This is an optimization exercise on Yosys and OpenROAD, whose aim is small area, a short achievable clock period and few clock cycles per item, not a production implementation.
Where RTL was checked, it was by simulation tests only, not by an equivalence proof against the original.
No activity file was given, so power comes from the tool's default toggle rates.

== main ==
// hall_sensor_sector_decoder_top
module hall_sensor_sector_decoder_top (
	input  logic               clk,
	input  logic               arst_n,
	input  logic               samples_valid,
	output logic               samples_ready,
	input  logic               samples_hall_a,
	input  logic               samples_hall_b,
	input  logic               samples_hall_c,
	input  logic [31:0]        samples_now_us,
	output logic               results_valid,
	input  logic               results_ready,
	output logic signed [3:0]  results_sector,
	output logic signed [31:0] results_electric_rotations,
	output logic signed [9:0]  results_angle_count,
	output logic signed [31:0] results_mech_turns,
	output logic               results_direction,
	output logic [31:0]        results_period_us,
	output logic [31:0]        results_edge_time_us,
	output logic               results_sequence_valid,
	input  logic               cfg_valid,
	output logic               cfg_ready,
	input  logic               cfg_sel,
	input  logic [31:0]        cfg_data
);
clock: 6.0 ns
lec_check: 0
cap_margin: 20
core_margin: 2
core_utilization: 40
place_density: 0.6
setup_slack_margin: 2.5
slew_margin: 20
standard.sh (not shown) runs the stock make flow with config.mk's settings and CLKGATE_MAP_FILE= SYNTH_SCRIPT=/design/flow/synth_recipe.tcl, a recipe that flattens the netlist after the stock synthesis.
==> flow/flow/run.sh <==
#!/bin/bash
# Layout flow: the standard synthesis, then its combinational logic remapped by ABC
# for delay (registers, their names and cell types untouched), then the standard
# layout from that netlist. Each tool's output goes to a log file here.
set -euo pipefail
R=orfs/results/${FLOW_PLATFORM}/hall_sensor_sector_decoder_top/base
YOSYS=${FLOW_HOME}/../tools/install/yosys/bin/yosys
LIB=${FLOW_HOME}/platforms/sky130hd/lib/sky130_fd_sc_hd__tt_025C_1v80.lib

bash standard.sh synth > synth.log 2>&1
cp $R/1_2_yosys.v standard_1_2_yosys.v

sed -e "s#@LIB@#$LIB#g" -e "s#@IN@#standard_1_2_yosys.v#g" -e "s#@OUT@#remapped.v#g" \
	-e "s#@SCRIPT@#$PWD/flow/delay.abc#g" -e "s#@TOP@#${FLOW_TOP}#g" flow/remap.ys > remap_run.ys
$YOSYS -l remap.log -q remap_run.ys > /dev/null 2>&1

cp remapped.v $R/1_2_yosys.v
rm -f $R/1_synth.odb $R/1_synth.sdc
bash standard.sh > layout.log 2>&1
Other scripts of this flow, unchanged in this note and not shown: flow/flow/delay.abc, flow/flow/remap.ys
## Diff of input files: the feature branch against main
-- flow/design.v --
<<< main, line 177
	logic        smp_dec;
	assign neg_dm1 = {~{1'b0, dm1[8:1]}, 1'b1};    
	hsd_div u_div (
		.dm1    (dm1),
		.dm6    (dm6),
		.rem    (rem_q),
		.bit_in (q_q[30]),
		.fix    (op_fix),
		.ge     (d_ge),
		.rem_nx (d_rem)
>>> the feature branch, line 177
	logic        smp_dec;
	assign neg_dm1 = {~{1'b0, dm1[8:1]}, 1'b1};    
	logic       d1_ge;
	logic [9:0] d1_rem;
	logic [9:0] d1_in;
	logic       d1_bit;
	assign d1_in  = op_pre ? (rev_q[31] ? {1'b0, dm6} : 10'd0) : rem_q;
	assign d1_bit = op_pre ? rev_q[30] : q_q[30];
	hsd_div u_div1 (
		.dm1    (dm1),
		.dm6    (dm6),
		.rem    (d1_in),
		.bit_in (d1_bit),
		.fix    (op_fix),
		.ge     (d1_ge),
		.rem_nx (d1_rem)
	);
	hsd_div u_div2 (
		.dm1    (dm1),
		.dm6    (dm6),
		.rem    (d1_rem),
		.bit_in (q_q[29]),
		.fix    (1'b0),
		.ge     (d_ge),
		.rem_nx (d_rem)
<<< main, line 215
		rem_o = rem_q;
		if (op_pre) begin
			q_o   = rev_q;
			rem_o = rev_q[31] ? {1'b0, dm6} : '0;
		end else if (op_div) begin
			q_o   = {q_q[31], q_q[29:0], d_ge};
			rem_o = d_rem;
		end else if (op_fix) begin
			if (q_q[31] && !rem_z) begin
				q_o   = q_up;
				rem_o = d_rem;
			end
		end else if (op_inc) begin
>>> the feature branch, line 230
		rem_o = rem_q;
		if (op_pre) begin
			q_o   = {rev_q[31], rev_q[29:0], d1_ge};
			rem_o = d1_rem;
		end else if (op_div) begin
			q_o   = {q_q[31], q_q[28:0], d1_ge, d_ge};
			rem_o = d_rem;
		end else if (op_fix) begin
			if (q_q[31] && !rem_z) begin
				q_o   = q_up;
				rem_o = d1_rem;
			end
		end else if (op_inc) begin
<<< main, line 422
				S_PRE:  begin
					state_q <= S_DIV;
					cnt_q   <= 5'd30;
				end
				S_DIV:  begin
>>> the feature branch, line 437
				S_PRE:  begin
					state_q <= S_DIV;
					cnt_q   <= 5'd14;
				end
				S_DIV:  begin
==> notes.md <==
main ended up with nor2_1 as its worst-path cell with the longest stage delay; the feature branch ended up with edfxtp_1. main → the feature branch: utilization after layout increased by 1.9 points relative to the old numbers, number of rows in the core area moved up, wire length rose 15%, initial core utilization has decreased. Relative area of clock buffers and inverters in the final design delta for the feature branch relative to main: 0.57 points lower. Diff main -> the feature branch | area of the core | up by a few percent. The feature branch: growth of design area from synthesis to finish 5.6 points above main.
Testbench counts of the feature branch, summed over its fixed seeds: cycles 16,693, items 16,000.
Only the layout flow was run in main; the RTL was not checked for function there.

========
## before
hall_sensor_sector_decoder_top with an RTL version that a note above also has.
For scale: roughly 220 I/O pins, about 0.018 mm² of cells after synthesis.
clock: 6.0 ns
lec_check: 0
cap_margin: 20
core_margin: 2
core_utilization: 40
place_density: 0.6
setup_slack_margin: 3.0
slew_margin: 20
==> flow/flow/delay.abc <==
strash
dch
map -D 2000
strash
dch
map -D 2000
topo
buffer -c
upsize -c
dnsize -c
==> flow/flow/remap.ys <==
# Re-map the standard synthesis's combinational cells with a delay-driven ABC script.
# Flip-flops and tie cells stay the instances the standard synthesis made.
read_liberty -ignore_miss_func @LIB@
read_verilog @IN@
hierarchy -top @TOP@
blackbox sky130_fd_sc_hd__*df* sky130_fd_sc_hd__*dl* sky130_fd_sc_hd__conb*
flatten
opt_clean -purge
abc -script @SCRIPT@ -D 2000 -liberty @LIB@ -dont_use sky130_fd_sc_hd__probe_p_8 -dont_use sky130_fd_sc_hd__probec_p_8 -dont_use sky130_fd_sc_hd__lpflow_bleeder_1 -dont_use sky130_fd_sc_hd__lpflow_clkbufkapwr_1 -dont_use sky130_fd_sc_hd__lpflow_clkbufkapwr_16 -dont_use sky130_fd_sc_hd__lpflow_clkbufkapwr_2 -dont_use sky130_fd_sc_hd__lpflow_clkbufkapwr_4 -dont_use sky130_fd_sc_hd__lpflow_clkbufkapwr_8 -dont_use sky130_fd_sc_hd__lpflow_clkinvkapwr_1 -dont_use sky130_fd_sc_hd__lpflow_clkinvkapwr_16 -dont_use sky130_fd_sc_hd__lpflow_clkinvkapwr_2 -dont_use sky130_fd_sc_hd__lpflow_clkinvkapwr_4 -dont_use sky130_fd_sc_hd__lpflow_clkinvkapwr_8 -dont_use sky130_fd_sc_hd__lpflow_decapkapwr_12 -dont_use sky130_fd_sc_hd__lpflow_decapkapwr_3 -dont_use sky130_fd_sc_hd__lpflow_decapkapwr_4 -dont_use sky130_fd_sc_hd__lpflow_decapkapwr_6 -dont_use sky130_fd_sc_hd__lpflow_decapkapwr_8 -dont_use sky130_fd_sc_hd__lpflow_inputiso0n_1 -dont_use sky130_fd_sc_hd__lpflow_inputiso0p_1 -dont_use sky130_fd_sc_hd__lpflow_inputiso1n_1 -dont_use sky130_fd_sc_hd__lpflow_inputiso1p_1 -dont_use sky130_fd_sc_hd__lpflow_inputisolatch_1 -dont_use sky130_fd_sc_hd__lpflow_isobufsrc_1 -dont_use sky130_fd_sc_hd__lpflow_isobufsrc_16 -dont_use sky130_fd_sc_hd__lpflow_isobufsrc_2 -dont_use sky130_fd_sc_hd__lpflow_isobufsrc_4 -dont_use sky130_fd_sc_hd__lpflow_isobufsrc_8 -dont_use sky130_fd_sc_hd__lpflow_isobufsrckapwr_16 -dont_use sky130_fd_sc_hd__lpflow_lsbuf_lh_hl_isowell_tap_1 -dont_use sky130_fd_sc_hd__lpflow_lsbuf_lh_hl_isowell_tap_2 -dont_use sky130_fd_sc_hd__lpflow_lsbuf_lh_hl_isowell_tap_4 -dont_use sky130_fd_sc_hd__lpflow_lsbuf_lh_isowell_4 -dont_use sky130_fd_sc_hd__lpflow_lsbuf_lh_isowell_tap_1 -dont_use sky130_fd_sc_hd__lpflow_lsbuf_lh_isowell_tap_2 -dont_use sky130_fd_sc_hd__lpflow_lsbuf_lh_isowell_tap_4 
opt_clean -purge
hilomap -singleton -hicell sky130_fd_sc_hd__conb_1 HI -locell sky130_fd_sc_hd__conb_1 LO
splitnets
opt_clean -purge
insbuf -buf sky130_fd_sc_hd__buf_4 A X
check
tee -o remap_stat.txt stat -liberty @LIB@
write_verilog -noattr -nohex -nodec @OUT@
Scripts as last shown in full above: flow/flow/run.sh
Testbench counts of before, summed over its fixed seeds: cycles 16,693, items 16,000.
Relative to before, the following input files were edited for after:
-- flow/design.v --
<<< before, line 177
	logic        smp_dec;
	assign neg_dm1 = {~{1'b0, dm1[8:1]}, 1'b1};    
	logic       d1_ge;
	logic [9:0] d1_rem;
	logic [9:0] d1_in;
	logic       d1_bit;
	assign d1_in  = op_pre ? (rev_q[31] ? {1'b0, dm6} : 10'd0) : rem_q;
	assign d1_bit = op_pre ? rev_q[30] : q_q[30];
	hsd_div u_div1 (
		.dm1    (dm1),
		.dm6    (dm6),
		.rem    (d1_in),
		.bit_in (d1_bit),
		.fix    (op_fix),
		.ge     (d1_ge),
		.rem_nx (d1_rem)
	);
	hsd_div u_div2 (
		.dm1    (dm1),
		.dm6    (dm6),
		.rem    (d1_rem),
		.bit_in (q_q[29]),
		.fix    (1'b0),
		.ge     (d_ge),
		.rem_nx (d_rem)
>>> after, line 177
	logic        smp_dec;
	assign neg_dm1 = {~{1'b0, dm1[8:1]}, 1'b1};    
	hsd_div u_div (
		.dm1    (dm1),
		.dm6    (dm6),
		.rem    (rem_q),
		.bit_in (q_q[30]),
		.fix    (op_fix),
		.ge     (d_ge),
		.rem_nx (d_rem)
<<< before, line 230
		rem_o = rem_q;
		if (op_pre) begin
			q_o   = {rev_q[31], rev_q[29:0], d1_ge};
			rem_o = d1_rem;
		end else if (op_div) begin
			q_o   = {q_q[31], q_q[28:0], d1_ge, d_ge};
			rem_o = d_rem;
		end else if (op_fix) begin
			if (q_q[31] && !rem_z) begin
				q_o   = q_up;
				rem_o = d1_rem;
			end
		end else if (op_inc) begin
>>> after, line 215
		rem_o = rem_q;
		if (op_pre) begin
			q_o   = rev_q;
			rem_o = rev_q[31] ? {1'b0, dm6} : '0;
		end else if (op_div) begin
			q_o   = {q_q[31], q_q[29:0], d_ge};
			rem_o = d_rem;
		end else if (op_fix) begin
			if (q_q[31] && !rem_z) begin
				q_o   = q_up;
				rem_o = d_rem;
			end
		end else if (op_inc) begin
<<< before, line 437
				S_PRE:  begin
					state_q <= S_DIV;
					cnt_q   <= 5'd14;
				end
				S_DIV:  begin
>>> after, line 422
				S_PRE:  begin
					state_q <= S_DIV;
					cnt_q   <= 5'd30;
				end
				S_DIV:  begin
### Flow results
Of before and after, the run reporting the lower global-route usage over all layers was after.
From before to after the numbers moved as follows: synthesized cell count now smaller; clock network power share increased by 10 points relative to the old numbers; final core area utilization now smaller.
Leakage dissipation is higher on before
before has a lower maximum number of pins on one net before global-route repair than after.
Net switching power down about 50% in after wrt before
Compared with before, after improves area of the mapped netlist.
Only the layout flow was run in after; the RTL was not checked for function there.

[what the ideal ports hide]
The results above use ideal ports. As a check the final layouts listed here were re-extracted and re-timed, cells and wires unchanged. Step 1, drivers: a clkbuf_16 drives clk and a buf_2 each remaining input, both assumed. Step 2 adds t to the input delays and takes it off the output delays; t is the mean of the earliest and latest rising clock arrival at the registers after step 1. Input paths then give back, and output paths get back, about the clock's delay inside the block. Slacks: ideal / step 1 / step 2; pairs: ideal / step 1.
run	shift t [ns]	slack for setup (ns)	worst hold slack (ns)	worst register clock-pin slew, ns
main	0.647	2.525 / 2.525 / 2.139	0.448 / 0.448 / 0.448	0.06 / 0.06
the feature branch	0.621	2.222 / 2.222 / 1.956	0.445 / 0.445 / 0.445	0.06 / 0.06
before	0.655	2.298 / 2.298 / 2.298	0.451 / 0.451 / 0.451	0.07 / 0.07
after	0.633	2.665 / 2.665 / 2.425	0.445 / 0.445 / 0.445	0.07 / 0.07
After both steps every run listed still meets setup and hold. The setup slack of main, which loses most, moves by 0.000 ns with the drivers and by -0.386 ns with both steps.
